This is an optimization exercise on Yosys and OpenROAD, whose aim is small area, a short achievable clock period and few clock cycles per item, not a production implementation. The RTL was checked by simulation tests, not by an equivalence proof against the original design.

### design/flow/constraint.sdc
create_clock -name core_clock -period 5.0 [get_ports {clk}]
set_input_delay 1.0000 -clock core_clock [delete_from_list [all_inputs] [get_ports {clk}]]
set_output_delay 1.0000 -clock core_clock [all_outputs]
set_load 0.01 [all_outputs]
### design/flow/standard.sh
#!/bin/bash
# synth_recipe.tcl (not shown) runs the flow's synth.tcl, then flattens the netlist and writes it again
# the make line also repeats each setting of config.mk as NAME=value (left out here)
make -C /OpenROAD-flow-scripts/flow DESIGN_CONFIG=/design/flow/config.mk WORK_HOME=/design/flow/orfs CLKGATE_MAP_FILE= SYNTH_SCRIPT=/design/flow/synth_recipe.tcl "${@:-finish}"
### design/flow/config.mk
export PLATFORM = sky130hd
export DESIGN_NAME = ascon_perm_engine
export DESIGN_NICKNAME = ascon_perm_engine
export VERILOG_FILES = /design/flow/design.v
export SDC_FILE = /design/flow/constraint.sdc
export NUM_CORES = 4
export LEC_CHECK = 0
export CAP_MARGIN = 20
export CORE_MARGIN = 2
export CORE_UTILIZATION = 40
export SETUP_SLACK_MARGIN = 1.8
export SLEW_MARGIN = 20
### design/flow/flow/run.sh
#!/bin/bash
# Own layout flow: the standard flow (standard synthesis, floorplan, power
# grid, placement, CTS, routing) with two changes to how it is made:
#  - ports are buffered with buf_1 instead of the default buffer choice;
#  - timing repair uses its default moves.
# ORFS writes every tool's full log under orfs/logs/; make's own output goes
# to flow_make.log here.
set -euo pipefail
export BUFFER_PORTS_ARGS="-buffer_cell sky130_fd_sc_hd__buf_1"


bash standard.sh finish > flow_make.log 2>&1
### design/flow/design.v
`default_nettype none
module ascon_perm_engine #(
    parameter int UNROLL  = 1,
    parameter int SLICE_W = 64
) (
    input  logic         clk,
    input  logic         rst,
    input  logic         in_valid_i,
    output logic         in_ready_o,
    input  logic [3:0]   rounds_i,
    input  logic [319:0] state_i,
    output logic         out_valid_o,
    input  logic         out_ready_i,
    output logic [319:0] state_o,
    output logic         busy_o
);
    localparam int W = 64;
    logic [319:0] st_q;        
    logic [3:0]   r_q;         
    logic         busy_q;      
    logic         valid_q;     
    logic         run_q;       
    logic         ld_q;        
    function automatic logic [W-1:0] ror(input logic [W-1:0] x, input int n);
        ror = (x >> n) | (x << (W - n));
    endfunction
    function automatic logic [319:0] half_a(input logic [319:0] s, input logic [7:0] c);
        logic [W-1:0] x0, x1, x2, x3, x4;
        logic [W-1:0] t0, t1, t2, t3, t4;
        x0 = s[4*W +: W];
        x1 = s[3*W +: W];
        x2 = s[2*W +: W];
        x3 = s[1*W +: W];
        x4 = s[0*W +: W];
        x2 = x2 ^ {{(W-8){1'b0}}, c};
        x0 = x0 ^ x4;
        x4 = x4 ^ x3;
        x2 = x2 ^ x1;
        t0 = ~x0 & x1;
        t1 = ~x1 & x2;
        t2 = ~x2 & x3;
        t3 = ~x3 & x4;
        t4 = ~x4 & x0;
        x0 = x0 ^ t1;
        x1 = x1 ^ t2;
        x2 = x2 ^ t3;
        x3 = x3 ^ t4;
        x4 = x4 ^ t0;
        x1 = x1 ^ x0;
        x0 = x0 ^ x4;
        x3 = x3 ^ x2;
        x2 = ~x2;
        half_a = {x0, x1, x2, x3, x4};
    endfunction
    function automatic logic [319:0] lin(input logic [319:0] s);
        logic [W-1:0] x0, x1, x2, x3, x4;
        x0 = s[4*W +: W];
        x1 = s[3*W +: W];
        x2 = s[2*W +: W];
        x3 = s[1*W +: W];
        x4 = s[0*W +: W];
        x0 = x0 ^ ror(x0, 19) ^ ror(x0, 28);
        x1 = x1 ^ ror(x1, 61) ^ ror(x1, 39);
        x2 = x2 ^ ror(x2, 1)  ^ ror(x2, 6);
        x3 = x3 ^ ror(x3, 10) ^ ror(x3, 17);
        x4 = x4 ^ ror(x4, 7)  ^ ror(x4, 41);
        lin = {x0, x1, x2, x3, x4};
    endfunction
    logic [319:0] l_q;         
    logic         dlv;         
    logic         acc;         
    logic [3:0]   r0;          
    logic [3:0]   r_d;
    logic [319:0] a_in;
    always_comb begin
        l_q  = lin(st_q);
        dlv  = valid_q & out_ready_i;
        in_ready_o = ~busy_q | dlv;
        acc  = in_valid_i & in_ready_o;
        r0   = ((rounds_i == 4'd0) || (rounds_i > 4'd12)) ? 4'd0 : 4'd12 - rounds_i;
        r_d  = run_q ? r_q + 4'd1 : r0;
        a_in[319:160] = run_q ? l_q[319:160] : state_i[319:160];
        a_in[159:0]   = ld_q  ? state_i[159:0] : l_q[159:0];
    end
    always_ff @(posedge clk) begin
        if (rst) begin
            busy_q  <= 1'b0;
            valid_q <= 1'b0;
            run_q   <= 1'b0;
            ld_q    <= 1'b1;
        end else if (acc) begin
            busy_q  <= 1'b1;
            valid_q <= (r0 == 4'd11);
            run_q   <= (r0 != 4'd11);
            ld_q    <= (r0 == 4'd11);
        end else if (dlv) begin
            busy_q  <= 1'b0;
            valid_q <= 1'b0;
        end else if (run_q) begin
            valid_q <= (r_q == 4'd10);
            run_q   <= (r_q != 4'd10);
            ld_q    <= (r_q == 4'd10);
        end
    end
    always_ff @(posedge clk) begin
        if (~valid_q | out_ready_i) begin
            st_q <= half_a(a_in, {~r_d, r_d});
            r_q  <= r_d;
        end
    end
    assign out_valid_o = valid_q;
    assign busy_o      = busy_q;
    assign state_o     = l_q;
endmodule
`default_nettype wire
==> results.yml, run 1 <==
clock_tree:
  clkTransAtPathRegs_ns: 0.06
  numCtsBuffers: 42
  ctsRootBufferMaster: "clkbuf_16"
  clk_path_buf_depth: 3
  insertion_delay_ns: 0.59
  h-tree-depth: 2
  cts_sinks: 328
  cts_hold_buf: 0
  cts_tree: "done"
sta:
  fin_skew_ns: 0.0241
  drv_slew: 0
  rsz0062_at_grt: "false"
  setup_tns_ns: 0
  hold_viol_final: 0
  hold_ws_ns: 0.642
  fmax_ghz: 0.308
  post-route-period-util_pct: 64.9
  setup_viol_count_final: 0
  maxSlewHeadroom_pct: 40.3
  finalCriticalPeriod_ns: 3.24
  worst_slew_pin_slew_ns: 0.895
synthesis:
  yosys.area_share.simple_pct: 3.05
  async_reset_ff_share_pct: 0
  syn_avg_cell_area_um2: 13.2
  syn_area_um2: 28500
  synth-xor-area-share_pct: 38.9
  yosys_warnings: 1
  synth_edf_count: 324
  synth_seq_cells: 328
  synth-main-ff-cell: "edfxtp_1"
  netlist-cell-type-count: 49
  muxShareOfSynthArea_pct: 14.0
  ys_seq_area_share_pct: 34.4
  synth_top_family_by_area: "XOR/XNOR gates"
  synth_compound_area_share_pct: 0.623
  synth_cells: 2155
  synthAdderAreaFrac_pct: 8.00
  syn_nets: 2614
worst_setup_path:
  critPathKind: "reg2out"
  critPathSlowestCell: "edfxtp_1"
  cp_cell_sequence: "xor3_1 > buf_1"
  slowest_delay_ns: 0.71
  cp-end-kind: "output pin"
  critPathMaxFanout: 3
  arrival_ns: 2.24
  rrSetupSlack_ns: 1.93
  required_ns: 4.00
  startpoint_type: "flop"
drt:
  wire_per_inst_um: 34.5
  route.detailed.drc: 0
  wirelength_mm: 131
  dr_total_vias: 20893
  firstDrtPassIters: 5
  viasPerCell: 5.50
  drtAntennaViolNets: 0
  drt_iter0_drc: 1968
die:
  rows: 97
  dieArea_um2: 73400
  die_h_um: 271
  die_x_um: 271
  io_pins: 651
  start_util_pct: 40.6
  coreArea_um2: 70300
final_layout:
  num_antenna_cells: 0
  nets: 3290
  stdcell_count: 3800
  area_growth_pct: 17.3
  drive_gt1_share_pct: 7.80
  stdcell_area_um2: 33400
  fill_cells: 6569
  final_util_pct: 47.6
run:
  maxCapViolations: 0
global_route:
  track_usage_pct: 34.7
  overflow: 0
  grt_pass1_wl_mm: 173
  grt_max_degree: 71
  first_global_vias: 20871
  antenna_found_initial: 4
place:
  place_inst: 3726
  place.gp.congestion: 0.981
  place_area_um2: 32100
  place_hpwl_mm: 112
  port_buffers: 650
outcome:
  outcome: "timing/DRC/antenna clean"
hold_path:
  hp-class: "reg2reg"
## synthesized netlist by cell type (all sizes together), types with 2 or more instances
cell | n | area share, %
a211oi | 2 | 0.070
a21oi | 5 | 0.088
a41oi | 2 | 0.11
buf | 38 | 0.97
dfxtp | 4 | 0.28
edfxtp | 324 | 34
ha | 131 | 5.7
inv | 9 | 0.12
maj3 | 64 | 2.2
mux2 | 121 | 4.8
mux2i | 259 | 9.2
nand2 | 68 | 0.90
nand2b | 3 | 0.066
nand4 | 2 | 0.044
nor2 | 6 | 0.079
nor2b | 67 | 1.5
nor3 | 8 | 0.16
nor4 | 3 | 0.066
o21a | 3 | 0.079
o31ai | 2 | 0.053
or2 | 2 | 0.044
xnor2 | 552 | 17
xor2 | 323 | 9.9
xor3 | 143 | 12
## metal layers
metal | global-route usage, % | vias up | wire, um
li1 | - | 8969 | -
met1 | 45.5 | 10580 | 52600
met2 | 57.3 | 1143 | 62100
met3 | 5.96 | 201 | 10600
met4 | 13.3 | 0 | 5820
met5 | 0 | - | 0
## state kept, by name (all words and copies together) (netlist names)
register	count
r_q	4
busy_q	1
st_q	320
ld_q	1
valid_q	1
run_q	1
## repair_timing
| item | CTS | global route |
|---|---|---|
| buffers inserted | 0 | 1 |
| endpoints found under the setup margin | 5 | 5 |
| resized for setup | 5 | 5 |
## cell usage in the layout (no fill, tap or decap), drive strengths merged, types with 3 or more instances in the layout
cell / netlist / routed
buf: 38 / 670
xor2: 323 / 323
inv: 9 / 10
mux2: 121 / 121
nor4: 3 / 3
dfxtp: 4 / 4
xnor2: 552 / 552
a21oi: 5 / 5
nor2b: 67 / 67
clkinv: 0 / 17
nand2b: 3 / 3
nand2: 68 / 68
xor3: 143 / 143
nor2: 6 / 6
maj3: 64 / 64
ha: 131 / 131
mux2i: 259 / 259
clkbuf: 0 / 52
edfxtp: 324 / 324
nor3: 8 / 8
o21a: 3 / 3
## critical path, delay by kind of cell, from the launching register on
family / cells / cell delay (ns)
buffers and inverters: 1 / 0.22
XOR/XNOR: 1 / 0.70
flip-flops: 1 / 0.71
## final cells by class
type                       instances  area [um2]  share of cell area [%]
clock buffer                      52        1110                    3.32
clock inverter                    21         145                   0.434
inverter                           9        33.8                   0.101
multi-input combinational       1780       18500                    55.2
sequential                       328        9820                    29.4
tap                              940        1180                    3.52
timing repair buffer             670        2690                    8.04
## per-stage QoR
stage / setup WS, ns
after floorplan: 1.29
after global placement: 1.46
after global routing: 1.80
after CTS: 1.80
after detailed placement: 1.38
final: 1.76
## worst paths after layout
check | end | start | cells after the start
hold / removal | busy_q$_SDFFE_PP0P_ | busy_q$_SDFFE_PP0P_ | 2
setup reg to reg | st_q[112]$_DFFE_PP_ | run_q$_SDFFE_PP0P_ | 5
hold reg to reg | busy_q$_SDFFE_PP0P_ | busy_q$_SDFFE_PP0P_ | 2
setup / recovery | state_o[263] | st_q[263]$_DFFE_PP_ | 2
## logic make-up (layout without fill, tap and decap cells)
kind of cell / count (synthesis) / in the layout
AND/OR/NAND/NOR: 166 / 166
flip-flops: 328 / 328
multiplexers: 380 / 380
XOR/XNOR: 1018 / 1018
buffers and inverters: 47 / 752
adder cells (fa/ha/maj): 195 / 195
AO/OA/AOI/OAI: 21 / 21
Testbench counts, summed over its fixed seeds: cycles 11,884, items 1,280.
==> run 2: changes to the inputs <==
--- a/design/flow/config.mk
+++ b/design/flow/config.mk
@@ -9,3 +9,3 @@
 export CORE_MARGIN = 2
-export CORE_UTILIZATION = 40
+export CORE_UTILIZATION = 60
 export SETUP_SLACK_MARGIN = 1.8
==> run 2 against run 1 <==
Net effect:
- highest routed layer unchanged
- still clean
- worst setup slack worse by 0.052 ns
- clock skew rose by 0.0041 ns
- maximum frequency decreased by 1.6%
==> results.yml, run 2 <==
final_layout:
  largest_reg_flops: 320
  final_cell_mix: "buf_1 (650), xnor2_1 (549), edfxtp_1 (324)"
  stdcell_area_um2: 32900
  largest_register: "st_q"
  reg.largest.list: "st_q (320), r_q (4)"
  stdcell_count: 3461
  drive_gt1_share_pct: 7.54
  area_growth_pct: 15.3
  multiInputGateArea_um2: 18400
  final_common_cell: "buf_1"
  register_area_um2: 9820
  nets: 3282
  fill_cells: 3450
worst_setup_path:
  crit_buf_inv: 1
  reg2regPathDepth: 6
  required_ns: 4.00
  critPathKind: "reg2out"
  critPathSlowestCell: "xor3_1"
  arrival_ns: 2.30
  cp_cell_sequence: "xor3_1 > buf_1"
  rr_endpoint: "st_q[245]$_DFFE_PP_"
  rrSetupSlack_ns: 2.10
  rr_startpoint: "st_q[242]$_DFFE_PP_"
  startpoint_type: "flop"
  path_delay_family: "XOR/XNOR gates"
  cp-end-kind: "output pin"
  critPathMaxFanout: 3
  slowest_delay_ns: 0.77
clock_tree:
  ctsRootBufferMaster: "clkbuf_16"
  cts_sinks: 328
  clkTransAtPathRegs_ns: 0.05
  numCtsBuffers: 40
  cts_hold_buf: 0
  cts_tree: "done"
  clk_path_buf_depth: 3
  postCtsSetupBuffers: 0
  h-tree-depth: 2
  insertion_delay_ns: 0.59
global_route:
  antenna_found_initial: 2
  overflow: 0
  track_usage_pct: 47.6
  grt_max_degree: 111
  grt_pass1_wl_mm: 161
  first_global_vias: 21262
synthesis:
  synth_seq_cells: 328
  synth_top_area_share_pct: 34.1
  ys_seq_area_share_pct: 34.4
  synthTopCellsByCount: "xnor2_1 (551), edfxtp_1 (324), xor2_1 (322)"
  synth_most_common_cell: "xnor2_1"
  syn_avg_cell_area_um2: 13.2
  yosysTopAreaCell: "edfxtp_1"
  synth-main-ff-cell: "edfxtp_1"
  netlist-cell-type-count: 49
  syn_nets: 2614
  synth.top_cells.by_area: "edfxtp_1 (34%), xnor2_1 (17%), xor3_1 (12%)"
  syn_area_um2: 28500
  synth_edf_count: 324
  synth_cells: 2155
  yosys_warnings: 1
  async_reset_ff_share_pct: 0
sta:
  fmax_ghz: 0.303
  rsz0062_at_grt: "false"
  setup_tns_ns: 0
  fin_skew_ns: 0.0282
  drv_slew: 0
  post-route-period-util_pct: 65.9
  worst_slew_pin_slew_ns: 0.832
  finalCriticalPeriod_ns: 3.30
  maxSlewHeadroom_pct: 44.2
  hold_viol_final: 0
  finalWorstSetupSlack_ns: 1.70
  setup_viol_count_final: 0
place:
  place_area_um2: 31600
  port_buffers: 650
  preCtsSetupSlack_ns: 1.39
  place.gp.congestion: 1.05
  place_inst: 3388
  place_hpwl_mm: 101
drt:
  drt_iter0_drc: 2992
  route.detailed.drc: 0
  dr_total_vias: 21695
  drtAntennaViolNets: 0
  wirelength_mm: 120
  viasPerCell: 6.27
  firstDrtPassIters: 6
  wire_per_inst_um: 34.6
run:
  maxCapViolations: 0
die:
  die_h_um: 222
  coreArea_um2: 46800
  die_x_um: 222
  start_util_pct: 61.0
  dieArea_um2: 49300
  io_pins: 651
  rows: 79
hold_path:
  hp-class: "reg2reg"
  min_from: "busy_q$_SDFFE_PP0P_"
  min_to: "busy_q$_SDFFE_PP0P_"
  whs_path_depth: 2
outcome:
  outcome: "timing/DRC/antenna clean"
run 2: logic make-up (layout without fill, tap and decap cells):
family,count (synthesis),in the layout,synth area share (%)
XOR/XNOR,1018,1018,38.9
flip-flops,328,328,34.4
AO/OA/AOI/OAI,21,21,0.623
AND/OR/NAND/NOR,166,166,3.05
multiplexers,380,380,14.0
adder cells (fa/ha/maj),195,195,8.00
buffers and inverters,47,744,1.09
other,0,2,0
run 2: per-stage QoR:
stage	utilization, %	hold WS (ns)
floorplan	-	0.673
global placement	67.7	0.609
detailed placement	67.7	0.628
CTS	70.3	0.636
global route	70.3	0.687
finish	70.3	0.640
run 2: layout make-up:
type	count	area share (%)
antenna	2	0.0152
clock buffer	48	3.14
clock inverter	23	0.495
inverter	9	0.103
multi-input combinational	1780	56.1
sequential	328	29.9
tap	607	2.31
timing repair buffer	664	8.01
run 2: layer usage:
| metal | part of all wire (%) | GRT usage, % | up-vias |
|---|---|---|---|
| met3 | 12 | 10.6 | 343 |
| met4 | 7.5 | 29.9 | 0 |
| li1 | - | - | 8956 |
| met2 | 45 | 73.8 | 1687 |
| met1 | 36 | 60.7 | 10709 |
| met5 | 0 | 0 | - |
run 2: worst max-delay path by stage:
stage / from / endpoint / depth (start not counted)
finish: st_q[263]$_DFFE_PP_ / state_o[263] / 2
global route: st_q[263]$_DFFE_PP_ / state_o[263] / 2
CTS: st_q[263]$_DFFE_PP_ / state_o[263] / 2
detailed placement: rounds_i[0] / st_q[65]$_DFFE_PP_ / 9
global placement: rounds_i[0] / st_q[67]$_DFFE_PP_ / 10
floorplan: out_ready_i / r_q[0]$_DFFE_PP_ / 1
run 2: repair_timing:
| action | in CTS | in global routing |
|---|---|---|
| endpoints found under the hold margin | 0 | 0 |
| setup endpoints to repair | 2 | 3 |
| gates resized for setup | 2 | 1 |
| gates cloned | 0 | 0 |
run 2: tightest hold or removal path, cell delays in order, from the launching register on:
cell and delay, ns:
dfxtp_1 0.31, a21bo_2 0.21, a21oi_1 0.07
==> run 3: changes to the inputs <==
--- a/design/flow/config.mk
+++ b/design/flow/config.mk
@@ -9,4 +9,4 @@
 export CORE_MARGIN = 2
-export CORE_UTILIZATION = 60
-export SETUP_SLACK_MARGIN = 1.8
+export CORE_UTILIZATION = 40
+export SETUP_SLACK_MARGIN = 2.2
 export SLEW_MARGIN = 20
==> run 3 against run 2 <==
Net effect:
- still clean
- die area grew 49%
- synthesized cell count is the same
- maximum frequency grew 13%
- worst setup slack gained 0.37 ns
- worst hold slack gained 0.0098 ns
- register-to-register slack gained 0.02 ns
- clock-buffer cell count grew 6
- clock skew shrank 0.016 ns
- final cell count grew 20%
- synthesized area is the same
- highest routed layer is now met5
==> results.yml, run 3 <==
outcome:
  outcome: "timing/DRC/antenna clean"
final_layout:
  final_util_pct: 56.3
  nets: 3640
  area_growth_pct: 38.7
  largest_reg_flops: 320
  final_common_cell: "buf_1"
  num_antenna_cells: 0
  register_area_um2: 9820
  final_cell_mix: "buf_1 (534), edfxtp_1 (324), xor2_1 (322)"
  drive_gt1_share_pct: 32.8
  multiInputGateArea_um2: 21100
  fill_cells: 5936
  reg.largest.list: "st_q (320), r_q (4)"
  largest_register: "st_q"
worst_setup_path:
  critPathMaxFanout: 3
  startpoint_type: "flop"
  reg2regPathDepth: 8
  critPathKind: "reg2out"
  rrSetupSlack_ns: 2.12
  rr_startpoint: "st_q[213]$_DFFE_PP_"
  rr_endpoint: "st_q[85]$_DFFE_PP_"
  cp-end-kind: "output pin"
  required_ns: 4.00
  arrival_ns: 1.92
synthesis:
  synth_top_area_share_pct: 34.1
  synth.top_cells.by_area: "edfxtp_1 (34%), xnor2_1 (17%), xor3_1 (12%)"
  synth-main-ff-cell: "edfxtp_1"
  synth_edf_count: 324
  async_reset_ff_share_pct: 0
  syn_avg_cell_area_um2: 13.2
  ys_seq_area_share_pct: 34.4
  synth_seq_cells: 328
  yosys_warnings: 1
  synthTopCellsByCount: "xnor2_1 (551), edfxtp_1 (324), xor2_1 (322)"
  yosysTopAreaCell: "edfxtp_1"
  syn_nets: 2614
  syn_area_um2: 28500
  netlist-cell-type-count: 49
  synth_cells: 2155
  synth_most_common_cell: "xnor2_1"
drt:
  wirelength_mm: 138
  dr_total_vias: 22714
  route.detailed.drc: 0
  drt_iter0_drc: 2384
  drtAntennaViolNets: 0
  viasPerCell: 5.48
  firstDrtPassIters: 5
  wire_per_inst_um: 33.3
global_route:
  grt_use_met1_pct: 47.5
  first_global_vias: 22101
  overflow: 0
  antenna_found_initial: 4
  globalRoute.busiestLayer: "met2"
  track_usage_pct: 36.4
  grtUsageMet2_pct: 60.7
  grt_pass1_wl_mm: 181
  globalRouteMet3Util_pct: 5.52
  grt_max_degree: 64
die:
  die_h_um: 271
  start_util_pct: 40.6
  coreArea_um2: 70300
  die_x_um: 271
  dieArea_um2: 73400
  rows: 97
  io_pins: 651
place:
  place.gp.congestion: 0.934
  place_hpwl_mm: 115
  port_buffers: 650
clock_tree:
  numCtsBuffers: 40
  h-tree-depth: 2
  cts_tree: "done"
  ctsRootBufferMaster: "clkbuf_16"
  clkTransAtPathRegs_ns: 0.06
  clk_path_buf_depth: 3
  cts_sinks: 328
  insertion_delay_ns: 0.58
hold_path:
  whs_path_depth: 2
  hp-class: "reg2reg"
  min_from: "busy_q$_SDFFE_PP0P_"
  min_to: "busy_q$_SDFFE_PP0P_"
sta:
  setup_tns_ns: 0
  setup_viol_count_final: 0
  hold_viol_final: 0
  fmax_ghz: 0.342
  drv_slew: 0
  worst_slew_pin_slew_ns: 1.18
  fin_skew_ns: 0.0118
  rsz0062_at_grt: "true"
  finalCriticalPeriod_ns: 2.92
  post-route-period-util_pct: 58.4
  maxSlewHeadroom_pct: 21.6
run:
  maxCapViolations: 0
## run 3: worst max-delay path, stage by stage (launching register included)
cell,delay [ns]
edfxtp_1,0.50
buf_4,0.19
buf_6,0.12
xnor2_4,0.19
xnor2_2,0.16
buf_2,0.17
## run 3: stage by stage
stage / setup WS [ns] / hold WS (ns) / cells / area [um2]
finish: 2.08 / 0.650 / 4147 / 39500
CTS: 2.02 / 0.651 / 4076 / 37800
global route: 2.07 / 0.683 / 4147 / 39500
floorplan: 1.29 / 0.673 / 2155 / 28600
global placement: 1.55 / 0.627 / 3728 / 32200
detailed placement: 1.51 / 0.642 / 3728 / 32200
## run 3: final cells by class
type / instances / share of cell area [%]
clock buffers: 54 / 2.72
flip-flops and latches: 328 / 24.8
clock inverters: 14 / 0.278
inverters: 9 / 0.130
multi-input cells: 1780 / 53.4
well taps: 940 / 2.97
repair buffers: 1022 / 15.6
## run 3: kinds of logic after synthesis
family | synth area share (%)
AO/OA/AOI/OAI | 0.623
XOR/XNOR | 38.9
adder cells (fa/ha/maj) | 8.00
buffers and inverters | 1.09
flip-flops | 34.4
multiplexers | 14.0
AND/OR/NAND/NOR | 3.05
## run 3: how the worst max path moves through the flow
stage | start | to | cells past startpoint
detailed placement | rounds_i[1] | st_q[70]$_DFFE_PP_ | 10
CTS | st_q[282]$_DFFE_PP_ | state_o[263] | 2
global placement | rounds_i[1] | st_q[70]$_DFFE_PP_ | 10
floorplan | out_ready_i | r_q[0]$_DFFE_PP_ | 1
finish | st_q[213]$_DFFE_PP_ | state_o[213] | 5
global route | st_q[213]$_DFFE_PP_ | state_o[213] | 5
## run 3: per-layer routing
layer	wire (um)	vias up
li1	-	9704
met1	53900	11556
met2	66500	1271
met3	11900	181
met4	5700	2
met5	13	-
## run 3: timing repair
action                     4_1_cts  5_1_grt
pin swaps                      127       82
gates resized for setup        434      240
setup endpoints to repair      325      203
setup buffers                  280       71
hold buffers                     0        0
==> run 4: changes to the inputs <==
--- a/design/flow/config.mk
+++ b/design/flow/config.mk
@@ -10,3 +10,3 @@
 export CORE_UTILIZATION = 40
-export SETUP_SLACK_MARGIN = 2.2
+export SETUP_SLACK_MARGIN = 2.0
 export SLEW_MARGIN = 20
==> run 4 against run 3 <==
Net effect:
- first-iteration DRC count decreased by 18%
- register-to-register slack about the same
- clock skew about the same
- final area decreased by 13%
- sequential cell count unchanged
- die area unchanged
- synthesized area unchanged
- final cell count decreased by 7.4%
- via count decreased by 7.5%
- sequential share of layout area increased by 3.7 points
- routed wire length decreased by 4.0%
- highest routed layer is now met4
==> results.yml, run 4 <==
clock_tree:
  h-tree-depth: 2
  clk_path_buf_depth: 3
  insertion_delay_ns: 0.58
  ctsRootBufferMaster: "clkbuf_16"
  cts_tree: "done"
  cts_sinks: 328
  numCtsBuffers: 42
  clkTransAtPathRegs_ns: 0.06
die:
  die_h_um: 271
  rows: 97
  start_util_pct: 40.6
  coreArea_um2: 70300
  dieArea_um2: 73400
  io_pins: 651
  die_x_um: 271
sta:
  rsz0062_at_grt: "true"
  post-route-period-util_pct: 60.8
  hold_viol_final: 0
  drv_slew: 0
  worst_slew_pin_slew_ns: 0.748
  fmax_ghz: 0.329
  finalWorstSetupSlack_ns: 1.96
  maxSlewHeadroom_pct: 48.7
  setup_tns_ns: 0
  setup_viol_count_final: 0
  finalCriticalPeriod_ns: 3.04
  fin_skew_ns: 0.0122
final_layout:
  final_util_pct: 49.1
  nets: 3328
  final_cell_mix: "buf_1 (647), xnor2_1 (487), edfxtp_1 (324)"
  area_growth_pct: 20.9
  drive_gt1_share_pct: 11.9
  reg.largest.list: "st_q (320), r_q (4)"
  largest_register: "st_q"
  largest_reg_flops: 320
  stdcell_count: 3842
  final_common_cell: "buf_1"
run:
  maxCapViolations: 0
worst_setup_path:
  critPathKind: "reg2out"
  cp-end-kind: "output pin"
  crit_buf_inv: 1
  slowest_delay_ns: 0.59
  cp_cell_sequence: "xnor2_1 > xnor2_1 > buf_1"
  startpoint_type: "flop"
  critPathSlowestCell: "edfxtp_1"
  cp_common_cell: "xnor2_1"
  path_delay_family: "XOR/XNOR gates"
  critPathMaxFanout: 3
  arrival_ns: 2.04
  rrSetupSlack_ns: 2.12
  required_ns: 4.00
synthesis:
  synth_edf_count: 324
  synth_cells: 2155
  ys_seq_area_share_pct: 34.4
  synth.top_cells.by_area: "edfxtp_1 (34%), xnor2_1 (17%), xor3_1 (12%)"
  yosys_warnings: 1
  netlist-cell-type-count: 49
  syn_area_um2: 28500
  syn_avg_cell_area_um2: 13.2
  synthTopCellsByCount: "xnor2_1 (551), edfxtp_1 (324), xor2_1 (322)"
  synth_top_area_share_pct: 34.1
  synth-main-ff-cell: "edfxtp_1"
  syn_nets: 2614
  synth_seq_cells: 328
  yosysTopAreaCell: "edfxtp_1"
  async_reset_ff_share_pct: 0
  synth_most_common_cell: "xnor2_1"
global_route:
  grt_max_degree: 80
  overflow: 0
  first_global_vias: 21184
  grt_pass1_wl_mm: 174
  track_usage_pct: 34.9
  antenna_found_initial: 4
hold_path:
  hp-class: "reg2reg"
place:
  place_hpwl_mm: 113
  place_inst: 3729
  port_buffers: 650
  place.gp.congestion: 0.971
  preCtsSetupSlack_ns: 1.40
drt:
  wirelength_mm: 132
  drtAntennaViolNets: 0
  route.detailed.drc: 0
  viasPerCell: 5.47
  firstDrtPassIters: 5
  dr_total_vias: 21003
  wire_per_inst_um: 34.5
  drt_iter0_drc: 1966
outcome:
  outcome: "timing/DRC/antenna clean"
-- run 4: final timing paths --
kind                  startpoint  depth (start not counted)             endpoint
min          busy_q$_SDFFE_PP0P_                          2  busy_q$_SDFFE_PP0P_
max          st_q[238]$_DFFE_PP_                          3         state_o[241]
max reg2reg   run_q$_SDFFE_PP0P_                          5   st_q[94]$_DFFE_PP_
min reg2reg  busy_q$_SDFFE_PP0P_                          2  busy_q$_SDFFE_PP0P_
-- run 4: cells by family after synthesis --
group / after synthesis / share of synthesized area, %
adder cells (fa/ha/maj): 195 / 8.00
flip-flops: 328 / 34.4
AO/OA/AOI/OAI: 21 / 0.623
AND/OR/NAND/NOR: 166 / 3.05
buffers and inverters: 47 / 1.09
XOR/XNOR: 1018 / 38.9
multiplexers: 380 / 14.0
-- run 4: worst min-delay path, cell delays in order (launching register included) --
cell     delay [ns]
dfxtp_1        0.31
a21bo_2        0.21
a21oi_1        0.06
-- run 4: area by class of cell --
| cell class | instances | area, um2 |
|---|---|---|
| sequential | 328 | 9820 |
| clock buffer | 50 | 1140 |
| tap | 940 | 1180 |
| clock inverter | 25 | 241 |
| antenna | 2 | 5.00 |
| inverter | 9 | 33.8 |
| multi-input combinational | 1780 | 18900 |
| timing repair buffer | 708 | 3110 |
| fill | 6449 | 35800 |
-- run 4: per-stage QoR --
| stage | hold slack (ns) | area [um2] |
|---|---|---|
| final | 0.627 | 34500 |
| after global routing | 0.669 | 34500 |
| after CTS | 0.637 | 34200 |
| after detailed placement | 0.630 | 32100 |
| after global placement | 0.622 | 32100 |
| after floorplan | 0.673 | 28500 |
-- run 4: layer usage --
layer  GRT usage [%]  vias up  share of wire (%)
li1                -     9041                  -
met1            45.0    10677                 40
met2            57.8     1115                 47
met3            6.56      170                8.6
met4            13.6        0                4.2
met5               0        -                  0
-- run 4: repair_timing --
action | in CTS | in global routing
gates resized for setup | 69 | 16
hold buffers | 0 | 0
pin swaps | 2 | 5
endpoints found under the setup margin | 76 | 45
buffers inserted | 18 | 18
==> run 5: changes to the inputs <==
--- a/design/flow/config.mk
+++ b/design/flow/config.mk
@@ -10,3 +10,5 @@
 export CORE_UTILIZATION = 40
-export SETUP_SLACK_MARGIN = 2.0
+export CTS_BUF_LIST = sky130_fd_sc_hd__clkbuf_8
+export CTS_CLUSTER_SIZE = 40
+export SETUP_SLACK_MARGIN = 1.8
 export SLEW_MARGIN = 20
==> run 5 against run 4 <==
Net effect:
- still clean on timing, DRC and antenna
- maximum frequency shrank 6.4%
- synthesized cell count is the same
- clock-buffer cell count grew 21
- final cell count grew 0.23%
- global-route usage is essentially flat
- first-iteration DRC count grew 7.0%
- register-to-register slack lost 0.11 ns
- critical endpoint is now state_o[244]
- highest routed layer unchanged
==> results.yml, run 5 <==
final_layout:
  largest_reg_flops: 320
  nets: 3316
  final_util_pct: 47.6
  largest_register: "st_q"
  final_cell_mix: "buf_1 (650), xnor2_1 (534), edfxtp_1 (324)"
  fill_cells: 6592
  reg.largest.list: "st_q (320), r_q (4)"
  final_common_cell: "buf_1"
  area_growth_pct: 17.4
  drive_gt1_share_pct: 9.11
  stdcell_area_um2: 33500
synthesis:
  synth_most_common_cell: "xnor2_1"
  synth-main-ff-cell: "edfxtp_1"
  synth_cells: 2155
  netlist-cell-type-count: 49
  syn_avg_cell_area_um2: 13.2
  synth_edf_count: 324
  synth_seq_cells: 328
  syn_area_um2: 28500
  synth_top_area_share_pct: 34.1
  ys_seq_area_share_pct: 34.4
  yosys_warnings: 1
  async_reset_ff_share_pct: 0
  synthTopCellsByCount: "xnor2_1 (551), edfxtp_1 (324), xor2_1 (322)"
  synth.top_cells.by_area: "edfxtp_1 (34%), xnor2_1 (17%), xor3_1 (12%)"
  yosysTopAreaCell: "edfxtp_1"
  syn_nets: 2614
sta:
  fmax_ghz: 0.308
  hold_viol_final: 0
  setup_tns_ns: 0
  maxSlewHeadroom_pct: 40.2
  drv_slew: 0
  finalWorstSetupSlack_ns: 1.75
  post-route-period-util_pct: 65.0
  rsz0062_at_grt: "false"
  fin_skew_ns: 0.0406
  hold_ws_ns: 0.620
  finalCriticalPeriod_ns: 3.25
  setup_viol_count_final: 0
  worst_slew_pin_slew_ns: 0.896
worst_setup_path:
  rr_endpoint: "st_q[112]$_DFFE_PP_"
  rr_startpoint: "run_q$_SDFFE_PP0P_"
  rrSetupSlack_ns: 2.01
  critPathSlowestCell: "edfxtp_1"
  slowest_delay_ns: 0.58
  cp-end-kind: "output pin"
  startpoint_type: "flop"
  cp_common_cell: "xnor2_1"
  arrival_ns: 2.25
  reg2regPathDepth: 5
  critPathKind: "reg2out"
  required_ns: 4.00
  critPathMaxFanout: 3
  startpoint: "st_q[241]$_DFFE_PP_"
  cp_cell_sequence: "xnor2_1 > xnor2_1 > buf_1"
drt:
  drt_iter0_drc: 2104
  wirelength_mm: 131
  route.detailed.drc: 0
  firstDrtPassIters: 5
  wire_per_inst_um: 34.1
  drtAntennaViolNets: 0
  viasPerCell: 5.50
  dr_total_vias: 21175
die:
  die_h_um: 271
  dieArea_um2: 73400
  die_x_um: 271
  start_util_pct: 40.6
  rows: 97
  coreArea_um2: 70300
  io_pins: 651
clock_tree:
  numCtsBuffers: 68
  h-tree-depth: 3
  cts_sinks: 328
  cts_tree: "done"
  ctsRootBufferMaster: "clkbuf_8"
  clk_path_buf_depth: 3
  insertion_delay_ns: 0.67
  cts_hold_buf: 0
  clkTransAtPathRegs_ns: 0.06
hold_path:
  min_from: "rst"
  whs_path_depth: 2
  min_to: "busy_q$_SDFFE_PP0P_"
  hp-class: "in2reg"
global_route:
  antenna_found_initial: 5
  track_usage_pct: 34.9
  grt_max_degree: 71
  first_global_vias: 21186
  overflow: 0
  grt_pass1_wl_mm: 174
outcome:
  outcome: "timing/DRC/antenna clean"
place:
  place_hpwl_mm: 112
  place_area_um2: 32100
  port_buffers: 650
  preCtsSetupSlack_ns: 1.38
  place.gp.congestion: 0.981
run:
  maxCapViolations: 0
## run 5: timing repair
action | CTS | global route
gates resized for setup | 18 | 3
buffers inserted | 0 | 1
setup endpoints to repair | 17 | 3
## run 5: metal layers
metal	global-route usage [%]	routed length (um)	vias up
li1	-	-	9042
met1	45.6	52500	10772
met2	58.4	63300	1162
met3	5.45	10600	199
met4	12.4	4990	0
met5	0	0	-
## run 5: per-stage QoR
step,instances
2_1_floorplan,2155
3_3_place_gp,3726
3_5_place_dp,3726
4_1_cts,3848
5_1_grt,3850
6_report,3851
## run 5: kinds of logic (layout without fill, tap and decap cells)
family | after synthesis | in the layout | synth area share (%)
buffers and inverters | 47 | 801 | 1.09
AND/OR/NAND/NOR | 166 | 166 | 3.05
other | 0 | 2 | 0
multiplexers | 380 | 380 | 14.0
flip-flops | 328 | 328 | 34.4
adder cells (fa/ha/maj) | 195 | 195 | 8.00
XOR/XNOR | 1018 | 1018 | 38.9
AO/OA/AOI/OAI | 21 | 21 | 0.623
## run 5: worst max-delay path by stage
stage,to,slack (ns),depth (start not counted)
floorplan,r_q[0]$_DFFE_PP_,1.29,1
global placement,st_q[65]$_DFFE_PP_,1.46,9
detailed placement,st_q[65]$_DFFE_PP_,1.38,9
CTS,state_o[125],1.76,3
global route,state_o[85],1.80,3
finish,state_o[244],1.75,3
## run 5: worst max-delay path: cells and delay by family, from the launching register on
family | cells | cell delay, ns
buf+inv | 1 | 0.21
flops | 1 | 0.58
xor+xnor | 2 | 0.80
## run 5: cell type report
cell class / instances / area (um2) / share of cell area [%]
Tap cell: 940 / 1180 / 3.52
Timing Repair Buffer: 670 / 2690 / 8.04
Multi-Input combinational cell: 1780 / 18500 / 55.4
Sequential cell: 328 / 9820 / 29.3
Antenna cell: 2 / 5.00 / 0.0150
Clock buffer: 71 / 977 / 2.92
Clock inverter: 51 / 218 / 0.651
Inverter: 9 / 33.8 / 0.101
==> run 6: changes to the inputs <==
--- a/design/flow/flow/run.sh
+++ b/design/flow/flow/run.sh
@@ -4,3 +4,3 @@
 #  - ports are buffered with buf_1 instead of the default buffer choice;
-#  - timing repair uses its default moves.
+#  - timing repair only resizes and swaps pins (no buffer trees or cloning).
 # ORFS writes every tool's full log under orfs/logs/; make's own output goes
@@ -9,4 +9,4 @@
 export BUFFER_PORTS_ARGS="-buffer_cell sky130_fd_sc_hd__buf_1"
-
-
+export SETUP_MOVE_SEQUENCE="sizeup,swap"
+export SKIP_GATE_CLONING=1
 bash standard.sh finish > flow_make.log 2>&1
--- a/design/flow/config.mk
+++ b/design/flow/config.mk
@@ -10,5 +10,3 @@
 export CORE_UTILIZATION = 40
-export CTS_BUF_LIST = sky130_fd_sc_hd__clkbuf_8
-export CTS_CLUSTER_SIZE = 40
-export SETUP_SLACK_MARGIN = 1.8
+export SETUP_SLACK_MARGIN = 2.4
 export SLEW_MARGIN = 20
==> run 6 against run 5 <==
Net effect:
- global-route usage up 2.0 points
- clock skew down 0.017 ns
- sequential cell count unchanged
- final area up 27%
- clock-buffer cell count down 20
- maximum frequency up 3.4%
- synthesized cell count unchanged
==> results.yml, run 6 <==
hold_path:
  min_from: "busy_q$_SDFFE_PP0P_"
  hp-class: "reg2reg"
final_layout:
  largest_reg_flops: 320
  nets: 3291
  fill_cells: 5460
  reg.largest.list: "st_q (320), r_q (4)"
  final_cell_mix: "buf_1 (502), edfxtp_1 (324), xnor2_2 (323)"
  area_growth_pct: 49.2
  drive_gt1_share_pct: 47.2
  final_common_cell: "buf_1"
  largest_register: "st_q"
global_route:
  grt_max_degree: 59
  globalRoute.busiestLayer: "met2"
  grt_use_met1_pct: 48.1
  track_usage_pct: 36.9
  globalRouteMet3Util_pct: 7.03
  antenna_found_initial: 6
  grt_pass1_wl_mm: 183
  first_global_vias: 21965
  overflow: 0
  grtUsageMet2_pct: 60.2
sta:
  finalCriticalPeriod_ns: 3.14
  setup_viol_count_final: 0
  rsz0062_at_grt: "true"
  fin_skew_ns: 0.0237
  maxSlewHeadroom_pct: 38.1
  hold_viol_final: 0
  post-route-period-util_pct: 62.8
  drv_slew: 0
  worst_slew_pin_slew_ns: 0.903
  finalWorstSetupSlack_ns: 1.86
  setup_tns_ns: 0
  fmax_ghz: 0.318
drt:
  firstDrtPassIters: 5
  drt_iter0_drc: 2184
  viasPerCell: 5.67
  route.detailed.drc: 0
  dr_total_vias: 21596
  wire_per_inst_um: 36.4
  drtAntennaViolNets: 0
  wirelength_mm: 138
worst_setup_path:
  cp_common_cell: "xnor2_2"
  startpoint: "st_q[196]$_DFFE_PP_"
  cp-end-kind: "output pin"
  critPathSlowestCell: "edfxtp_1"
  critPathKind: "reg2out"
  startpoint_type: "flop"
  cp_cell_sequence: "xnor2_2 > xnor2_2 > clkbuf_2"
  required_ns: 4.00
  slowest_delay_ns: 0.60
  critPathMaxFanout: 3
  crit_buf_inv: 1
  path_delay_family: "XOR/XNOR gates"
  arrival_ns: 2.14
  rr_startpoint: "run_q$_SDFFE_PP0P_"
die:
  rows: 97
  dieArea_um2: 73400
  io_pins: 651
  coreArea_um2: 70300
  start_util_pct: 40.6
  die_h_um: 271
  die_x_um: 271
clock_tree:
  insertion_delay_ns: 0.59
  cts_sinks: 328
  clk_path_buf_depth: 3
  h-tree-depth: 2
  clkTransAtPathRegs_ns: 0.06
  cts_tree: "done"
  numCtsBuffers: 41
  ctsRootBufferMaster: "clkbuf_16"
  postCtsSetupBuffers: 0
place:
  preCtsSetupSlack_ns: 1.48
  place.gp.congestion: 0.974
  place_hpwl_mm: 115
  port_buffers: 650
synthesis:
  synth_cells: 2155
  synthTopCellsByCount: "xnor2_1 (551), edfxtp_1 (324), xor2_1 (322)"
  yosys_warnings: 1
  synth_seq_cells: 328
  syn_nets: 2614
  ys_seq_area_share_pct: 34.4
  yosysTopAreaCell: "edfxtp_1"
  syn_area_um2: 28500
  synth_most_common_cell: "xnor2_1"
  syn_avg_cell_area_um2: 13.2
  synth-main-ff-cell: "edfxtp_1"
  synth.top_cells.by_area: "edfxtp_1 (34%), xnor2_1 (17%), xor3_1 (12%)"
  synth_top_area_share_pct: 34.1
  netlist-cell-type-count: 49
  async_reset_ff_share_pct: 0
  synth_edf_count: 324
run:
  maxCapViolations: 0
outcome:
  outcome: "timing/DRC/antenna clean"
## run 6: cell counts after synthesis
Identical to the previous run, type by type.
## run 6: timing repair
action / in CTS / in global routing
endpoints found under the setup margin: 602 / 599
hold buffers: 0 / 0
pin swaps: 409 / 286
resized for setup: 1210 / 362
hold endpoints to repair: 0 / 0
gates cloned: 0 / 0
## run 6: metal layers
metal | routed length (um) | vias to the layer above
met5 | 13 | -
met4 | 7110 | 2
met3 | 12500 | 254
met2 | 65600 | 1293
met1 | 53200 | 11208
li1 | - | 8839
## run 6: cells by family after synthesis
| logic type | after synthesis | share of synthesized area [%] |
|---|---|---|
| and+or+nand+nor | 166 | 3.05 |
| muxes | 380 | 14.0 |
| DFF | 328 | 34.4 |
| adders and majority gates | 195 | 8.00 |
| xor gates and xnor gates | 1018 | 38.9 |
| AOI/OAI and AO/OA | 21 | 0.623 |
| buffers and inverters | 47 | 1.09 |
## run 6: layout make-up
class / instances / area (um2) / share of cell area, %
clock inverter: 23 / 206 / 0.485
timing repair buffer: 672 / 3430 / 8.07
tap: 940 / 1180 / 2.77
clock buffer: 51 / 1110 / 2.60
inverter: 9 / 55.1 / 0.129
multi-input combinational: 1780 / 26700 / 62.9
sequential: 328 / 9820 / 23.1
antenna: 3 / 7.51 / 0.0177
## run 6: worst paths after layout
kind	end	slack, ns	depth (start not counted)
setup reg to reg	st_q[90]$_DFFE_PP_	1.99	5
setup / recovery	state_o[196]	1.86	3
hold / removal	busy_q$_SDFFE_PP0P_	0.67	2
hold reg to reg	busy_q$_SDFFE_PP0P_	0.67	2
## run 6: worst reg2reg max path, cell delays in order (launching register included)
cell     delay, ns
dfxtp_4       0.89
buf_16        0.55
mux2i_4       0.67
ha_4          0.27
xor2_4        0.20
xor2_2        0.16
## run 6: per-stage QoR
stage | area, um2 | hold WS [ns] | utilization (%) | std cells
after CTS | 40300 | 0.648 | 57.4 | 3802
after global placement | 32200 | 0.632 | 45.9 | 3728
after global routing | 42500 | 0.680 | 60.5 | 3806
after detailed placement | 32200 | 0.656 | 45.9 | 3728
after floorplan | 28600 | 0.673 | - | 2155
final | 42500 | 0.666 | 60.5 | 3806
==> run 7: changes to the inputs <==
--- a/design/flow/config.mk
+++ b/design/flow/config.mk
@@ -10,3 +10,3 @@
 export CORE_UTILIZATION = 40
-export SETUP_SLACK_MARGIN = 2.4
+export SETUP_SLACK_MARGIN = 2.2
 export SLEW_MARGIN = 20
==> run 7 against run 6 <==
Net effect:
- worst hold slack worse by 0.017 ns
- critical endpoint is now state_o[91]
- maximum frequency up 1.7%
- die area is the same
- highest routed layer unchanged
- sequential share of layout area grew 3.8 points
- first-iteration DRC count stayed put
- core utilization fell by 8.5 points
==> results.yml, run 7 <==
sta:
  fin_skew_ns: 0.0126
  drv_slew: 0
  hold_viol_final: 0
  setup_tns_ns: 0
  maxSlewHeadroom_pct: 45.5
  worst_slew_pin_slew_ns: 0.794
  rsz0062_at_grt: "true"
  post-route-period-util_pct: 61.8
  finalCriticalPeriod_ns: 3.09
  fmax_ghz: 0.324
  setup_viol_count_final: 0
final_layout:
  stdcell_count: 3797
  largest_register: "st_q"
  area_growth_pct: 28.2
  final_common_cell: "buf_1"
  num_antenna_cells: 0
  multiInputGateArea_um2: 21200
  drive_gt1_share_pct: 27.1
  register_area_um2: 9820
  fill_cells: 6132
  reg.largest.list: "st_q (320), r_q (4)"
  final_cell_mix: "buf_1 (549), edfxtp_1 (324), xor2_1 (302)"
  largest_reg_flops: 320
  nets: 3290
synthesis:
  synth_compound_area_share_pct: 0.623
  synth_most_common_cell: "xnor2_1"
  synth_top_area_share_pct: 34.1
  ys_seq_area_share_pct: 34.4
  synthAdderAreaFrac_pct: 8.00
  netlist-cell-type-count: 49
  yosys.area_share.simple_pct: 3.05
  synth_seq_cells: 328
  synth-main-ff-cell: "edfxtp_1"
  synthTopCellsByCount: "xnor2_1 (551), edfxtp_1 (324), xor2_1 (322)"
  async_reset_ff_share_pct: 0
  syn_nets: 2614
  yosysTopAreaCell: "edfxtp_1"
  synth.top_cells.by_area: "edfxtp_1 (34%), xnor2_1 (17%), xor3_1 (12%)"
  synth-xor-area-share_pct: 38.9
  synth_top_family_by_area: "XOR/XNOR gates"
  syn_avg_cell_area_um2: 13.2
  yosys_warnings: 1
  muxShareOfSynthArea_pct: 14.0
  synth_cells: 2155
  synth_edf_count: 324
  syn_area_um2: 28500
hold_path:
  whs_path_depth: 2
  min_to: "busy_q$_SDFFE_PP0P_"
  min_from: "busy_q$_SDFFE_PP0P_"
  hp-class: "reg2reg"
clock_tree:
  cts_sinks: 328
  h-tree-depth: 2
  numCtsBuffers: 40
  clkTransAtPathRegs_ns: 0.06
  ctsRootBufferMaster: "clkbuf_16"
  clk_path_buf_depth: 3
  cts_hold_buf: 0
  insertion_delay_ns: 0.58
  cts_tree: "done"
place:
  place.gp.congestion: 0.934
  place_hpwl_mm: 115
  place_inst: 3728
  port_buffers: 650
worst_setup_path:
  rr_startpoint: "ld_q$_SDFFE_PP1P_"
  reg2regPathDepth: 6
  critPathKind: "reg2out"
  critPathMaxFanout: 3
  required_ns: 4.00
  startpoint: "st_q[101]$_DFFE_PP_"
  rrSetupSlack_ns: 2.19
  cp-end-kind: "output pin"
  arrival_ns: 2.09
  startpoint_type: "flop"
  rr_endpoint: "st_q[69]$_DFFE_PP_"
die:
  coreArea_um2: 70300
  rows: 97
  die_h_um: 271
  dieArea_um2: 73400
  die_x_um: 271
  start_util_pct: 40.6
  io_pins: 651
global_route:
  first_global_vias: 20831
  globalRouteMet3Util_pct: 5.48
  grt_pass1_wl_mm: 176
  overflow: 0
  track_usage_pct: 35.7
  grt_use_met1_pct: 47.0
  globalRoute.busiestLayer: "met2"
  antenna_found_initial: 3
  grt_max_degree: 64
  grtUsageMet2_pct: 59.6
drt:
  viasPerCell: 5.57
  wire_per_inst_um: 35.5
  dr_total_vias: 21138
  drtAntennaViolNets: 0
  firstDrtPassIters: 7
  wirelength_mm: 135
  drt_iter0_drc: 2184
  route.detailed.drc: 0
outcome:
  outcome: "timing/DRC/antenna clean"
run:
  maxCapViolations: 0
==> run 7: how the worst max path moves through the flow <==
stage | to | slack [ns] | depth (start not counted)
after floorplan | r_q[0]$_DFFE_PP_ | 1.29 | 1
after global placement | st_q[70]$_DFFE_PP_ | 1.55 | 10
after detailed placement | st_q[70]$_DFFE_PP_ | 1.51 | 10
after CTS | state_o[228] | 1.95 | 3
after global routing | state_o[91] | 1.93 | 3
final | state_o[91] | 1.91 | 3
==> run 7: worst max-delay path, cell delays in order, from the launching register on <==
cell,delay [ns]
edfxtp_1,0.65
xnor2_2,0.24
xnor2_2,0.40
buf_1,0.21
==> run 7: area by class of cell <==
class	count	area share [%]
sequential	328	26.9
tap	940	3.22
timing repair buffer	672	8.40
clock inverter	14	0.301
multi-input combinational	1780	58.1
inverter	9	0.140
clock buffer	54	2.94
==> run 7: kinds of logic (layout without fill, tap and decap cells) <==
kind of cell | Yosys count | after routing
AO/OA/AOI/OAI | 21 | 21
XOR/XNOR | 1018 | 1018
adder cells (fa/ha/maj) | 195 | 195
buffers and inverters | 47 | 749
flip-flops | 328 | 328
multiplexers | 380 | 380
AND/OR/NAND/NOR | 166 | 166
==> run 7: what timing repair did <==
item                       4_1_cts  5_1_grt
setup buffers                    0        0
setup endpoints to repair      325      316
pin swaps                      145       96
cloned                           0        0
resized for setup              423      218
==> run 7: metal layers <==
layer | wire length, um | share of wire, % | vias to the layer above
met4 | 5620 | 4.2 | 2
li1 | - | - | 8976
met5 | 13 | 0.0096 | -
met1 | 53500 | 40 | 10817
met2 | 64700 | 48 | 1166
met3 | 11000 | 8.2 | 177
==> run 7: stage by stage <==
step | hold slack, ns | setup slack [ns] | util (%) | cell area (um2)
global placement | 0.627 | 1.55 | 45.8 | 32200
CTS | 0.651 | 1.95 | 50.4 | 35400
detailed placement | 0.642 | 1.51 | 45.8 | 32200
floorplan | 0.673 | 1.29 | - | 28600
global route | 0.683 | 1.93 | 52.0 | 36500
finish | 0.649 | 1.91 | 52.0 | 36500
==> run 8: changes to the inputs <==
--- a/design/flow/config.mk
+++ b/design/flow/config.mk
@@ -10,3 +10,3 @@
 export CORE_UTILIZATION = 40
-export SETUP_SLACK_MARGIN = 2.2
+export SETUP_SLACK_MARGIN = 2.1
 export SLEW_MARGIN = 20
==> run 8 against run 7 <==
Net effect:
- final cell count grew 0.13%
- synthesized area unchanged
- first-iteration DRC count is 3.4% higher
- worst setup slack got worse by 0.00080 ns
- sequential share of layout area increased by 0.86 points
- non-clock buffer count is 2 higher
- maximum frequency barely moved
- routed wire length fell by 1.2%
- clock skew is 0.0080 ns higher
- critical path type unchanged
==> results.yml, run 8 <==
clock_tree:
  h-tree-depth: 2
  clkTransAtPathRegs_ns: 0.06
  cts_tree: "done"
  cts_sinks: 328
  insertion_delay_ns: 0.57
  cts_hold_buf: 0
  numCtsBuffers: 43
  clk_path_buf_depth: 3
  ctsRootBufferMaster: "clkbuf_16"
global_route:
  grt_use_met1_pct: 45.9
  antenna_found_initial: 4
  overflow: 0
  grtUsageMet2_pct: 58.7
  first_global_vias: 21107
  globalRoute.busiestLayer: "met2"
  track_usage_pct: 35.2
  grt_max_degree: 170
  grt_pass1_wl_mm: 175
  globalRouteMet3Util_pct: 6.26
sta:
  fin_skew_ns: 0.0206
  finalCriticalPeriod_ns: 3.09
  rsz0062_at_grt: "true"
  maxSlewHeadroom_pct: 25.5
  hold_ws_ns: 0.638
  fmax_ghz: 0.324
  hold_viol_final: 0
  drv_slew: 0
  post-route-period-util_pct: 61.8
  setup_tns_ns: 0
  worst_slew_pin_slew_ns: 1.12
  setup_viol_count_final: 0
die:
  coreArea_um2: 70300
  io_pins: 651
  dieArea_um2: 73400
  rows: 97
  start_util_pct: 40.6
  die_h_um: 271
  die_x_um: 271
place:
  place.gp.congestion: 0.973
  place_hpwl_mm: 114
  port_buffers: 650
final_layout:
  fill_cells: 6307
  largest_reg_flops: 320
  final_cell_mix: "buf_1 (613), xnor2_1 (377), edfxtp_1 (324)"
  num_antenna_cells: 0
  reg.largest.list: "st_q (320), r_q (4)"
  nets: 3295
  largest_register: "st_q"
  final_common_cell: "buf_1"
  area_growth_pct: 24.2
  drive_gt1_share_pct: 19.0
drt:
  viasPerCell: 5.56
  drt_iter0_drc: 2258
  drtAntennaViolNets: 0
  route.detailed.drc: 0
  dr_total_vias: 21126
  wire_per_inst_um: 35.0
  firstDrtPassIters: 5
  wirelength_mm: 133
synthesis:
  synth_seq_cells: 328
  async_reset_ff_share_pct: 0
  synthTopCellsByCount: "xnor2_1 (551), edfxtp_1 (324), xor2_1 (322)"
  synth_most_common_cell: "xnor2_1"
  syn_avg_cell_area_um2: 13.2
  netlist-cell-type-count: 49
  ys_seq_area_share_pct: 34.4
  synth_edf_count: 324
  syn_nets: 2614
  synth_top_area_share_pct: 34.1
  yosysTopAreaCell: "edfxtp_1"
  synth.top_cells.by_area: "edfxtp_1 (34%), xnor2_1 (17%), xor3_1 (12%)"
  synth-main-ff-cell: "edfxtp_1"
  synth_cells: 2155
  syn_area_um2: 28500
  yosys_warnings: 1
worst_setup_path:
  cp-end-kind: "output pin"
  cp_cell_sequence: "xnor2_2 > xnor2_2 > buf_1"
  cp_common_cell: "xnor2_2"
  arrival_ns: 2.09
  critPathMaxFanout: 3
  critPathKind: "reg2out"
  required_ns: 4.00
  critPathSlowestCell: "edfxtp_1"
  startpoint_type: "flop"
  reg2regPathDepth: 4
  slowest_delay_ns: 0.67
hold_path:
  hp-class: "reg2reg"
  whs_path_depth: 2
outcome:
  outcome: "timing/DRC/antenna clean"
run:
  maxCapViolations: 0
run 8: cells by family after synthesis:
kind of cell | count (synthesis) | share of synthesized area [%]
flip-flops | 328 | 34.4
multiplexers | 380 | 14.0
XOR/XNOR | 1018 | 38.9
buffers and inverters | 47 | 1.09
AND/OR/NAND/NOR | 166 | 3.05
AO/OA/AOI/OAI | 21 | 0.623
adder cells (fa/ha/maj) | 195 | 8.00
run 8: path summary, 6_finish.rpt:
check,start,end,slack [ns]
max,st_q[98]$_DFFE_PP_,state_o[98],1.91
min,busy_q$_SDFFE_PP0P_,busy_q$_SDFFE_PP0P_,0.64
max reg2reg,run_q$_SDFFE_PP0P_,st_q[27]$_DFFE_PP_,2.01
min reg2reg,busy_q$_SDFFE_PP0P_,busy_q$_SDFFE_PP0P_,0.64
run 8: per-layer routing:
metal | vias to the layer above | wire, um | part of all wire (%)
li1 | 8968 | - | -
met1 | 10855 | 53500 | 40
met2 | 1129 | 64200 | 48
met3 | 170 | 10900 | 8.2
met4 | 4 | 4510 | 3.4
met5 | - | 27 | 0.020
run 8: area by class of cell:
cell class | instances | area, um2 | share of cell area (%)
clock buffer | 52 | 1150 | 3.25
tap | 940 | 1180 | 3.32
sequential | 328 | 9820 | 27.7
inverter | 9 | 33.8 | 0.0954
clock inverter | 19 | 211 | 0.597
multi-input combinational | 1780 | 20200 | 57.0
timing repair buffer | 674 | 2830 | 7.99
run 8: worst max-delay path: cells and delay by family, from the launching register on:
family | cells | cell delay (ns)
XOR/XNOR | 2 | 0.63
buffers and inverters | 1 | 0.20
flip-flops | 1 | 0.67
run 8: repair_timing:
action,CTS,global route
gates resized for setup,224,146
buffers inserted,0,0
setup endpoints to repair,178,190
pin swaps,45,48
endpoints found under the hold margin,0,0
run 8: metrics by stage:
stage	util (%)	instance area [um2]	cells	setup WS (ns)
after floorplan	-	28500	2155	1.29
after global placement	45.7	32100	3731	1.57
after detailed placement	45.7	32100	3731	1.53
after CTS	49.4	34700	3802	1.91
after global routing	50.4	35400	3802	1.92
final	50.4	35400	3802	1.91
==> run 9: changes to the inputs <==
--- a/design/flow/config.mk
+++ b/design/flow/config.mk
@@ -10,3 +10,3 @@
 export CORE_UTILIZATION = 40
-export SETUP_SLACK_MARGIN = 2.1
+export SETUP_SLACK_MARGIN = 2.0
 export SLEW_MARGIN = 20
==> run 9 against run 8 <==
Net effect:
- core utilization shrank 1.5 points
- final cell count is essentially flat
- synthesized area is the same
- highest routed layer unchanged
- non-clock buffer count shrank 2
- synthesized cell count is the same
==> results.yml, run 9 <==
place:
  place_hpwl_mm: 113
  place.gp.congestion: 0.971
  place_area_um2: 32100
  place_inst: 3729
  port_buffers: 650
final_layout:
  stdcell_count: 3805
  fill_cells: 6457
  area_growth_pct: 20.5
  drive_gt1_share_pct: 12.6
  final_common_cell: "buf_1"
  stdcell_area_um2: 34400
  reg.largest.list: "st_q (320), r_q (4)"
  nets: 3292
  final_cell_mix: "buf_1 (636), xnor2_1 (463), edfxtp_1 (324)"
  largest_register: "st_q"
  largest_reg_flops: 320
drt:
  route.detailed.drc: 0
  wirelength_mm: 132
  wire_per_inst_um: 34.7
  viasPerCell: 5.52
  firstDrtPassIters: 5
  drt_iter0_drc: 2072
  dr_total_vias: 21002
  drtAntennaViolNets: 0
worst_setup_path:
  critPathMaxFanout: 3
  required_ns: 4.00
  critPathKind: "reg2out"
  arrival_ns: 2.08
  startpoint_type: "flop"
  cp-end-kind: "output pin"
run:
  maxCapViolations: 0
clock_tree:
  ctsRootBufferMaster: "clkbuf_16"
  clk_path_buf_depth: 3
  cts_hold_buf: 0
  cts_sinks: 328
  numCtsBuffers: 42
  h-tree-depth: 2
  clkTransAtPathRegs_ns: 0.06
  postCtsSetupBuffers: 0
  insertion_delay_ns: 0.57
  cts_tree: "done"
global_route:
  antenna_found_initial: 3
  globalRoute.busiestLayer: "met2"
  grt_use_met1_pct: 45.3
  grt_pass1_wl_mm: 174
  first_global_vias: 21172
  globalRouteMet3Util_pct: 6.14
  grt_max_degree: 80
  grtUsageMet2_pct: 57.4
  overflow: 0
  track_usage_pct: 34.9
sta:
  maxSlewHeadroom_pct: 25.8
  setup_tns_ns: 0
  drv_slew: 0
  fmax_ghz: 0.325
  setup_viol_count_final: 0
  finalCriticalPeriod_ns: 3.08
  hold_viol_final: 0
  rsz0062_at_grt: "true"
  worst_slew_pin_slew_ns: 1.11
  fin_skew_ns: 0.0129
  post-route-period-util_pct: 61.6
synthesis:
  synthTopCellsByCount: "xnor2_1 (551), edfxtp_1 (324), xor2_1 (322)"
  synth_top_area_share_pct: 34.1
  netlist-cell-type-count: 49
  async_reset_ff_share_pct: 0
  yosys_warnings: 1
  synth_cells: 2155
  synth.top_cells.by_area: "edfxtp_1 (34%), xnor2_1 (17%), xor3_1 (12%)"
  synth_seq_cells: 328
  ys_seq_area_share_pct: 34.4
  synth_edf_count: 324
  syn_nets: 2614
  syn_avg_cell_area_um2: 13.2
  synth_most_common_cell: "xnor2_1"
  synth-main-ff-cell: "edfxtp_1"
  yosysTopAreaCell: "edfxtp_1"
  syn_area_um2: 28500
die:
  die_x_um: 271
  die_h_um: 271
  io_pins: 651
  rows: 97
  start_util_pct: 40.6
  coreArea_um2: 70300
  dieArea_um2: 73400
hold_path:
  hp-class: "reg2reg"
outcome:
  outcome: "timing/DRC/antenna clean"
[run 9: cell counts after synthesis]
No cell type changed its count.
[run 9: cell families after synthesis]
group           share of synthesized area [%]
compound gates                          0.623
mux                                      14.0
simple gates                             3.05
xor+xnor                                 38.9
flops                                    34.4
buf+inv                                  1.09
fa+ha+maj                                8.00
[run 9: area by class of cell]
class	instances	area, um2	share of cell area, %
multi-input cells	1780	19200	56.0
flip-flops and latches	328	9820	28.6
repair buffers	672	2720	7.91
well taps	940	1180	3.42
clock buffers	50	1140	3.33
clock inverters	25	241	0.703
inverters	9	33.8	0.0983
diodes	1	2.50	0.00728
[run 9: worst max-delay path, cell delays in order (launching register included)]
cell      delay [ns]
edfxtp_1        0.62
xnor2_1         0.26
xnor2_2         0.41
buf_1           0.20
[run 9: per-layer routing]
| metal | up-vias | share of wire, % |
|---|---|---|
| li1 | 8961 | - |
| met1 | 10699 | 40 |
| met3 | 192 | 8.4 |
| met5 | - | 0.020 |
| met2 | 1146 | 47 |
| met4 | 4 | 4.7 |
[run 9: final timing paths]
check / from / end / slack (ns) / depth (start not counted)
setup / recovery: st_q[119]$_DFFE_PP_ / state_o[119] / 1.92 / 3
hold / removal: busy_q$_SDFFE_PP0P_ / busy_q$_SDFFE_PP0P_ / 0.63 / 2
setup reg to reg: ld_q$_SDFFE_PP1P_ / st_q[43]$_DFFE_PP_ / 2.04 / 5
hold reg to reg: busy_q$_SDFFE_PP0P_ / busy_q$_SDFFE_PP0P_ / 0.63 / 2
[run 9: metrics by stage]
stage | setup WS (ns) | hold WS [ns] | utilization, %
final | 1.92 | 0.627 | 48.9
after global placement | 1.45 | 0.622 | 45.7
after detailed placement | 1.40 | 0.630 | 45.7
after floorplan | 1.29 | 0.673 | -
after global routing | 1.93 | 0.669 | 48.9
after CTS | 1.91 | 0.637 | 48.5
[run 9: timing repair]
item / 4_1_cts / 5_1_grt
pin swaps: 16 / 17
gates resized for setup: 98 / 49
cloned: 0 / 0
setup endpoints to repair: 76 / 57
hold endpoints to repair: 0 / 0

==> separate check: timing with driven ports <==
The flow's constraints put no driver on any port. The routed layouts listed below were extracted and timed again, unchanged, in two steps.
Step 1: set_driving_cell puts a clkbuf_16 on clk and a buf_2 on each other input, an assumption about the parent block.
Step 2 moves the port delays by t, midway between the first and last clock arrival at a register: inputs arrive t later, outputs are due t later. That takes back most of the time a late clock gives input paths.
a / b / c = ideal ports / drivers / drivers and shift; a / b = the first two.
run	shift t [ns]	setup WS [ns]	worst slew at a driven data input, ns
run 1	0.642	1.757 / 1.694 / 1.366	0.06
run 2	0.641	1.705 / 1.640 / 1.335	0.05
run 3	0.642	2.078 / 2.010 / 1.669	0.05
run 4	0.637	1.958 / 1.891 / 1.441	0.14
run 5	0.710	1.750 / 1.684 / 1.308	0.06
run 6	0.642	1.858 / 1.793 / 1.672	0.06
run 7	0.645	1.912 / 1.843 / 1.679	0.05
run 8	0.629	1.911 / 1.846 / 1.509	0.07
run 9	0.637	1.920 / 1.851 / 1.455	0.14
After both steps every run listed still meets setup and hold. For run 4, which loses most, drivers alone change the setup slack by -0.067 ns; drivers and shift together by -0.517 ns.
